This is an optimization exercise on Yosys and OpenROAD, whose aim is small area, a short achievable clock period and few clock cycles per item, not a production implementation.
Where RTL was checked, it was by simulation tests only, not by an equivalence proof against the original.
Power and IR drop assume default switching activity.

Design byte_range_header_parser_core, start of the top module:
module byte_range_header_parser_core #(
   parameter int MAX_RANGE_COUNT = brhp_pkg::DEFAULT_MAX_RANGE_COUNT,
   parameter int OFFSET_BITS     = brhp_pkg::DEFAULT_OFFSET_BITS
) (
   input  logic                                clock,
   input  logic                                reset,
   input  logic                                req_tvalid,
   output logic                                req_tready,
   input  logic [brhp_pkg::BYTE_BITS-1:0]      req_tdata,    
   input  logic                                req_tlast,    
   output logic                                rsp_tvalid,
   input  logic                                rsp_tready,
   output logic [brhp_pkg::RSP_DATA_BITS-1:0]  rsp_tdata,
   output logic                                rsp_tlast,    
   input  logic                                csr_wr_en,
   input  logic [brhp_pkg::FILE_SIZE_BITS-1:0] csr_wr_data   
);
   localparam int FS       = FILE_SIZE_BITS;
   localparam int PAD_BITS = RSP_DATA_BITS - (2 * FS + RANGE_NUM_BITS + SUM_BITS + FOUND_BITS + 1);
   localparam logic [2:0] P_START  = 3'd0;
  ...
For scale: roughly 1900 cells after synthesis, ~230 flip-flops, ~230 I/O pins.
clock: 13.0 ns
lec_check: 0
cap_margin: 20
core_margin: 2
core_utilization: 60
slew_margin: 20
standard.sh (not shown) runs the stock make flow with config.mk's settings and CLKGATE_MAP_FILE= SYNTH_SCRIPT=/design/flow/synth_recipe.tcl, a recipe that flattens the netlist after the stock synthesis.
==> flow/flow/run.sh <==
#!/bin/bash
# Standard layout with a deeper setup repair target; all tool output goes to logs here.
export SETUP_SLACK_MARGIN=9
bash standard.sh > standard.log 2>&1
The first run went through all stages and came out clean.
Testbench counts at the start, summed over its fixed seeds: cycles 49,634, bytes 48,723.
==> next run, changes <==
--- a/flow/design.v
+++ b/flow/design.v
@@ -151,15 +151,14 @@
    logic [FS-1:0] fs_ff;
    logic                 h_v_ff, s_v_ff;
    logic [BYTE_BITS-1:0] h_b_ff, s_b_ff;
    logic                 h_l_ff, s_l_ff;
    logic out_valid_ff;    
    logic hend_ff;         
    logic flush_ff;        
-   logic fix_ff;          
    logic [2:0]          ph_ff;
    logic                err_ff;
    logic                hb_ff;       
    logic [3:0]          cnt_ff;
    logic [2:0]          num_ff;      
    logic [SUM_BITS-1:0] sum_ff;
    logic [FS-1:0]       cur_ff;      
@@ -175,22 +174,21 @@
    logic [FS-1:0]       acc_hi;
    logic [3:0]          acc_lo;
    logic                acc_co, acc_ovf;
    logic [2:0] ph_m, ph_c;
    logic       err_m, err_c, hb_m, hb_c;
    logic       term_fire, wr_digit, dash_first, dash_lead;
    logic       do_comp, is_suffix, range_ok, got, end_byte, defer, emit, hend_next, clr;
-   logic       fin, rej_fin;
    logic [3:0] cnt_c;
    logic [SUM_BITS-1:0] sum_c, sum_next;
    logic [FS-1:0] nsuffix_start;
    assign req_tready = !s_v_ff;
    assign accept     = req_tvalid && !s_v_ff;
-   assign go         = h_v_ff && !flush_ff && !fix_ff && (!out_valid_ff || rsp_tready);
-   assign step       = go || flush_ff || fix_ff;
+   assign go         = h_v_ff && !flush_ff && (!out_valid_ff || rsp_tready);
+   assign step       = go || flush_ff;
    always_ff @(posedge clock) begin
       if (reset) begin
          h_v_ff <= 1'b0;
          s_v_ff <= 1'b0;
       end else begin
          if (go || !h_v_ff) h_v_ff <= s_v_ff || accept;
          if (go) s_v_ff <= 1'b0;
@@ -274,15 +272,15 @@
       ph_m       = ph;
       hb_m       = hb;
       err_m      = err;
       term_fire  = 1'b0;
       wr_digit   = 1'b0;
       dash_first = 1'b0;
       dash_lead  = 1'b0;
-      if (!err && !flush_ff && !fix_ff) begin
+      if (!err && !flush_ff) begin
          case (ph)
             P_START, P_LEAD: begin
                if (c_blank && (ph == P_LEAD)) begin
                   ph_m = ph;
                end else if (c_digit) begin
                   wr_digit = 1'b1;
                   hb_m     = 1'b0;
@@ -340,15 +338,15 @@
       .file_size    (fs_ff),
       .sum_cur      (sum_ff),
       .range_ok     (range_ok),
       .nsuffix_start(nsuffix_start),
       .sum_next     (sum_next)
    );
    assign got   = do_comp && range_ok;
-   assign defer = !flush_ff && !fix_ff && h_l_ff && !err_m && !term_fire &&
+   assign defer = !flush_ff && h_l_ff && !err_m && !term_fire &&
                   ((ph_m == P_SUFFIX) || (ph_m == P_SECOND));
    always_comb begin
       ph_c  = ph_m;
       hb_c  = hb_m;
       err_c = err_m;
       cnt_c = cnt;
       sum_c = sum;
@@ -357,15 +355,15 @@
             cnt_c = cnt + 4'd1;
             sum_c = sum_next;
             ph_c  = P_TRAIL;
          end else begin
             err_c = 1'b1;
          end
       end
-      end_byte = !flush_ff && !fix_ff && !err_c && (((ph == P_TRAIL) && !err) || (term_fire && got));
+      end_byte = !flush_ff && !err_c && (((ph == P_TRAIL) && !err) || (term_fire && got));
       if (end_byte) begin
          if (c_blank) begin
             ph_c = P_TRAIL;
          end else if (c_comma) begin
             if (cnt_c >= 4'(MAX_RANGE_COUNT)) begin
                err_c = 1'b1;
             end else begin
@@ -374,35 +372,31 @@
             end
          end else if (c_cr) begin
             ph_c = P_CR;
          end else begin
             err_c = 1'b1;
          end
       end
-      if (!flush_ff && !fix_ff && h_l_ff && !err_c &&
+      if (!flush_ff && h_l_ff && !err_c &&
           ((ph_c == P_START) || (ph_c == P_LEAD) || (ph_c == P_FIRST))) begin
          err_c = 1'b1;
       end
    end
-   assign fin       = !fix_ff && (flush_ff || (h_l_ff && !defer));
-   assign rej_fin   = fin && do_comp && !range_ok;
-   assign emit      = fix_ff || (!rej_fin && (flush_ff || ((got || h_l_ff) && !defer)));
-   assign hend_next = fix_ff || (fin && !rej_fin);
-   assign clr       = fix_ff || (fin && !do_comp);
+   assign emit      = flush_ff || ((got || h_l_ff) && !defer);
+   assign hend_next = flush_ff || (h_l_ff && !defer);
+   assign clr       = hend_next && !got;
    always_ff @(posedge clock) begin
       if (reset) begin
          out_valid_ff <= 1'b0;
          flush_ff     <= 1'b0;
-         fix_ff       <= 1'b0;
          hend_ff      <= 1'b1;
       end else begin
          if (step) out_valid_ff <= emit;
          else if (rsp_tready) out_valid_ff <= 1'b0;
          flush_ff <= go && defer;
-         fix_ff   <= step && rej_fin;
          if (step) hend_ff <= hend_next;
       end
    end
    always_ff @(posedge clock) begin
       if (csr_wr_en) fs_ff <= csr_wr_data;
       if (step) begin
          ph_ff  <= ph_c;
=> Area after synthesis stays flat. Clock-buffer cell count shrinks by 1. Cell area stays flat. Register-to-register slack gets worse by 0.06 ns. Die area hardly moves. Fmax climbs by 1.3%. Hold slack barely changes. First-iteration DRC count decreases by 25%. Routed wire length drops by 3.5%. Non-clock buffer count is lower by 13. Total power goes down by 11%. Final cell count shrinks by 1.8%.
The RTL of the second run of this note was laid out without a check of its function.

========
Another version of the RTL of byte_range_header_parser_core (not shown whole).
Size in the first run: roughly 1900 cells after synthesis, ~230 flip-flops, roughly 230 I/O pins, about 17000 µm² of cells after synthesis.
export LEC_CHECK = 0
export CAP_MARGIN = 20
export CORE_MARGIN = 2
export CORE_UTILIZATION = 50
export SLEW_MARGIN = 20
create_clock -name core_clock -period 13.0 [get_ports {clock}]
==> flow/flow/run.sh <==
#!/bin/bash
# The standard layout (standard.sh: ORFS synth to finish at the design's clock
# and constraints), with two changes to how the layout is made:
#  - timing repair keeps working until 9 ns of setup slack (a 4 ns target) instead
#    of stopping at 0;
#  - the port buffers that the flow puts on every input and output are the plain
#    buf_1 cell rather than the resizer's default pick (a 10 um2 delay buffer);
#    the resizer may still size them up.
# Every tool's output goes to standard.log in this folder (ORFS's own per-step
# logs stay under orfs/logs).
export SETUP_SLACK_MARGIN=9
export BUFFER_PORTS_ARGS="-buffer_cell sky130_fd_sc_hd__buf_1"
bash standard.sh > standard.log 2>&1
Testbench counts at the start, summed over its fixed seeds: cycles 49,634, bytes 48,723.
Edit:
--- a/flow/design.v
+++ b/flow/design.v
@@ -431,19 +431,19 @@
    assign sum_add  = step && got;
    assign sum_hold = !(step && (got || hend_ff));
    assign sum_nx   = ({SUM_BITS{sum_add}} & sum_next) | ({SUM_BITS{sum_hold}} & sum_ff);
    logic          cur_fs, cur_dig, cur_hold, nf_ones, nf_cur, nf_sfx, nf_hold;
    logic [FS-1:0] dig_val;
    assign dig_val  = cont ? {acc_hi, acc_lo[2:0], dval[0]} : FS'(dval);
    logic cur_open, cur_csr;
    assign cur_open = (ph_ff == P_SECOND) && !hb_ff && !hend_ff && !err_ff;
    assign cur_fs   = step && !clr && ((dash_first && !csr_wr_en) || (do_comp && is_suffix));
-   assign cur_csr  = csr_wr_en && ((h_v_ff && dash_first) || (cur_open && !(h_v_ff && c_digit)));
+   assign cur_csr  = csr_wr_en && ((step && !clr && dash_first) || (!step && cur_open));
    assign cur_dig  = step && !clr && !(dash_first || (do_comp && is_suffix)) && wr_digit;
    assign cur_hold = !cur_csr &&
                      (!step || (!clr && !(dash_first || (do_comp && is_suffix)) && !wr_digit));
    assign cur_nx   = ({FS{cur_fs}} & ~nfs_ff) | ({FS{cur_csr}} & csr_wr_data) |
                      ({FS{cur_dig}} & dig_val) | ({FS{cur_hold}} & cur_ff);
    assign nf_ones   = step && (clr || dash_lead);
    assign nf_cur    = step && !(clr || dash_lead) && dash_first;
    assign nf_sfx    = step && !(clr || dash_lead) && !dash_first && do_comp && is_suffix;
    assign nf_hold   = !(nf_ones || nf_cur || nf_sfx);
Result: Utilization came out higher by 4.2 points. Cell count came out higher by 2.6%. Area after synthesis came out lower by 1.5%. Total power came out higher by 5.7%. Clock power came out lower by 4.2%. Via count came out higher by 1.8%. Worst setup slack degrades by 0.31 ns. First-iteration DRC count came out higher by 47%. Combinational power came out higher by 47%. Clock-buffer cell count came out higher by 2. Maximum frequency came out lower by 7.3%. Register-to-register slack degrades by 0.10 ns. Sequential cell count stays the same.
Testbench counts after the change, summed over its fixed seeds: cycles 49,634, bytes 48,723.

========
09-08:
Another version of the RTL of byte_range_header_parser_core (not shown whole).
For scale: ~230 flip-flops.
==> flow/config.mk <==
export PLATFORM = sky130hd
export DESIGN_NAME = byte_range_header_parser_core
export DESIGN_NICKNAME = byte_range_header_parser_core
export VERILOG_FILES = /design/flow/design.v
export SDC_FILE = /design/flow/constraint.sdc
export NUM_CORES = 4
export LEC_CHECK = 0
export CAP_MARGIN = 20
export CORE_MARGIN = 2
export CORE_UTILIZATION = 50
export SLEW_MARGIN = 20
==> flow/constraint.sdc <==
create_clock -name core_clock -period 13.0 [get_ports {clock}]
set_input_delay 2.6000 -clock core_clock [delete_from_list [all_inputs] [get_ports {clock}]]
set_output_delay 2.6000 -clock core_clock [all_outputs]
set_load 0.01 [all_outputs]
Scripts as last shown in full above: flow/flow/run.sh
09-08 | status: complete | timing, DRC, antenna: pass
Testbench counts of 09-08, summed over its fixed seeds: cycles 49,634, bytes 48,723.
#### Input delta (10-20 over 09-08)
diff --git a/flow/design.v b/flow/design.v
--- a/flow/design.v
+++ b/flow/design.v
@@ -147,24 +147,25 @@
    localparam logic [2:0] P_CR     = 3'd6;
    localparam logic [2:0] P_DONE   = 3'd7;
    localparam logic [FS-1:0] OVF_T = FS'(64'd28147497671066);
    logic [FS-1:0] nfs_ff;    
    logic                 h_v_ff, s_v_ff;
    logic [4:0]           h_b_ff, s_b_ff;    
    logic [4:0]           in_enc;
    logic                 h_l_ff, s_l_ff;
    logic out_valid_ff;    
    logic hend_ff;         
    logic flush_ff;        
    logic fix_ff;          
+   logic reload_ff;       
    logic [2:0]          ph_ff;
    logic                err_ff;
    logic                hb_ff;       
    logic [3:0]          cnt_ff;
    logic [2:0]          num_ff;      
    logic [SUM_BITS-1:0] sum_ff;
    logic [FS-1:0]       cur_ff;      
    logic [FS-1:0]       nfirst_ff;   
    logic accept, go, step;
    logic [2:0]          ph;
    logic                err, hb;
    logic [3:0]          cnt;
@@ -191,25 +192,25 @@
    localparam logic [2:0] K_LF    = 3'd5;
    always_comb begin
       if ((req_tdata >= CHAR_ZERO) && (req_tdata <= CHAR_NINE)) in_enc = {1'b1, req_tdata[3:0]};
       else if (req_tdata == CHAR_DASH)                          in_enc = {2'b00, K_DASH};
       else if (req_tdata == CHAR_COMMA)                         in_enc = {2'b00, K_COMMA};
       else if ((req_tdata == CHAR_SPACE) || (req_tdata == CHAR_TAB)) in_enc = {2'b00, K_BLANK};
       else if (req_tdata == CHAR_CR)                            in_enc = {2'b00, K_CR};
       else if (req_tdata == CHAR_LF)                            in_enc = {2'b00, K_LF};
       else                                                      in_enc = {2'b00, K_OTHER};
    end
    assign req_tready = !s_v_ff;
    assign accept     = req_tvalid && !s_v_ff;
-   assign go         = h_v_ff && !flush_ff && !fix_ff && (!out_valid_ff || rsp_tready);
+   assign go         = h_v_ff && !flush_ff && !fix_ff && !reload_ff && (!out_valid_ff || rsp_tready);
    assign step       = go || flush_ff || fix_ff;
    always_ff @(posedge clock) begin
       if (reset) begin
          h_v_ff <= 1'b0;
          s_v_ff <= 1'b0;
       end else begin
          if (go || !h_v_ff) h_v_ff <= s_v_ff || accept;
          if (go) s_v_ff <= 1'b0;
          else if (accept && h_v_ff) s_v_ff <= 1'b1;
       end
    end
    always_ff @(posedge clock) begin
@@ -396,55 +397,60 @@
       end
    end
    assign fin       = !fix_ff && (flush_ff || (h_l_ff && !defer));
    assign rej_fin   = fin && do_comp && !range_ok;
    assign emit      = fix_ff || (!rej_fin && (flush_ff || ((got || h_l_ff) && !defer)));
    assign hend_next = fix_ff || (fin && !rej_fin);
    assign clr       = fix_ff || (fin && !do_comp);
    always_ff @(posedge clock) begin
       if (reset) begin
          out_valid_ff <= 1'b0;
          flush_ff     <= 1'b0;
          fix_ff       <= 1'b0;
+         reload_ff    <= 1'b0;
          hend_ff      <= 1'b1;
       end else begin
          if (step) out_valid_ff <= emit;
          else if (rsp_tready) out_valid_ff <= 1'b0;
          flush_ff <= go && defer;
          fix_ff   <= step && rej_fin;
+         reload_ff <= csr_wr_en && ((go && dash_first) || (cur_open && !go));
          if (step) hend_ff <= hend_next;
       end
    end
    always_ff @(posedge clock) begin
       if (csr_wr_en) nfs_ff <= ~csr_wr_data;
       if (step) begin
          ph_ff  <= ph_c;
          err_ff <= err_c;
          hb_ff  <= hb_c;
          cnt_ff <= cnt_c;
          num_ff <= got ? cnt[2:0] : 3'd0;
       end
       cur_ff    <= cur_nx;
       nfirst_ff <= nfirst_nx;
       sum_ff    <= sum_nx;
    end
    logic sum_add, sum_hold;
    assign sum_add  = step && got;
    assign sum_hold = !(step && (got || hend_ff));
    assign sum_nx   = ({SUM_BITS{sum_add}} & sum_next) | ({SUM_BITS{sum_hold}} & sum_ff);
    logic          cur_fs, cur_dig, cur_hold, nf_ones, nf_cur, nf_sfx, nf_hold;
    logic [FS-1:0] dig_val;
    assign dig_val  = cont ? {acc_hi, acc_lo[2:0], dval[0]} : FS'(dval);
-   assign cur_fs   = step && !clr && (dash_first || (do_comp && is_suffix));
+   logic cur_open;
+   assign cur_open = (ph_ff == P_SECOND) && !hb_ff && !hend_ff && !err_ff;
+   assign cur_fs   = reload_ff || (step && !clr && (dash_first || (do_comp && is_suffix)));
    assign cur_dig  = step && !clr && !(dash_first || (do_comp && is_suffix)) && wr_digit;
-   assign cur_hold = !step || (!clr && !(dash_first || (do_comp && is_suffix)) && !wr_digit);
+   assign cur_hold = !reload_ff &&
+                     (!step || (!clr && !(dash_first || (do_comp && is_suffix)) && !wr_digit));
    assign cur_nx   = ({FS{cur_fs}} & ~nfs_ff) | ({FS{cur_dig}} & dig_val) | ({FS{cur_hold}} & cur_ff);
    assign nf_ones   = step && (clr || dash_lead);
    assign nf_cur    = step && !(clr || dash_lead) && dash_first;
    assign nf_sfx    = step && !(clr || dash_lead) && !dash_first && do_comp && is_suffix;
    assign nf_hold   = !(nf_ones || nf_cur || nf_sfx);
    assign nfirst_nx = {FS{nf_ones}} | ({FS{nf_cur}} & ~cur_ff) | ({FS{nf_sfx}} & nsuffix_start)
                       | ({FS{nf_hold}} & nfirst_ff);
    assign rsp_tvalid = out_valid_ff;
    assign rsp_tlast  = hend_ff;
    assign rsp_tdata  = {{PAD_BITS{1'b0}}, err_ff, cnt_ff, sum_ff, num_ff, cur_ff, ~nfirst_ff};
 endmodule
--- outcome ---
10-20 has share of total power in the clock network below what 09-08 had.
Internal portion of total power: 10-20 < 09-08
The lower met2 global-route usage of 09-08 and 10-20 is in 10-20.
From 09-08 to 10-20 the numbers moved as follows: largest voltage drop on the vdd net increased about 6%; total cell area at the placement stage essentially unchanged; final critical path time including I/O delays and setup +0.12 ns.
Relative to 09-08, the final non-filler cell area of 10-20 is higher by about 0.5%.
The run showing the greater critical path depth is 09-08.
Of 09-08 and 10-20, the lower post-route clock period utilization belongs to 09-08.
10-20 vs. 09-08: area after synthesis barely changed, post-route worst hold slack -0.0036 ns, number of inserted filler cells in the final layout now sits lower.
Testbench counts of 10-20, summed over its fixed seeds: cycles 49,634, bytes 48,723.

-- static timing again, ports no longer ideal --
How much do the figures lean on ideal ports? The routed layouts below were timed once more, with nothing changed but the port constraints. Step 1, drivers: a clkbuf_16 drives clock and a buf_2 each remaining input, both assumed. Step 2, shift: input delay + t, output delay - t, t = (earliest + latest rising clock arrival at the registers) / 2. This alone moves slack from input paths to output paths. a / b / c = ideal ports / drivers / drivers and shift; a / b = the first two.
run | t, ns | setup WS [ns] | worst hold slack (ns) | clock arrival spread, ns | worst data-port slew with drivers (ns)
the first run of note 1 | 0.616 | 8.949 / 8.894 / 8.502 | 0.472 / 0.472 / 0.472 | 0.022 / 0.022 | 0.06
the second run of note 1 | 0.602 | 9.001 / 8.949 / 8.647 | 0.474 / 0.474 / 0.474 | 0.014 / 0.014 | 0.05
the first run of note 2 | 0.607 | 9.007 / 8.998 / 8.429 | 0.460 / 0.460 / 0.460 | 0.011 / 0.011 | 0.07
the second run of note 2 | 0.606 | 8.694 / 8.705 / 8.099 | 0.471 / 0.471 / 0.471 | 0.030 / 0.030 | 0.10
09-08 | 0.598 | 9.042 / 9.004 / 8.507 | 0.456 / 0.456 / 0.456 | 0.016 / 0.016 | 0.04
10-20 | 0.599 | 8.918 / 8.918 / 8.372 | 0.453 / 0.453 / 0.453 | 0.016 / 0.016 | 0.04
After both steps every run listed still meets setup and hold. The setup slack of the second run of note 2, which loses most, moves by +0.011 ns with the drivers and by -0.595 ns with both steps.
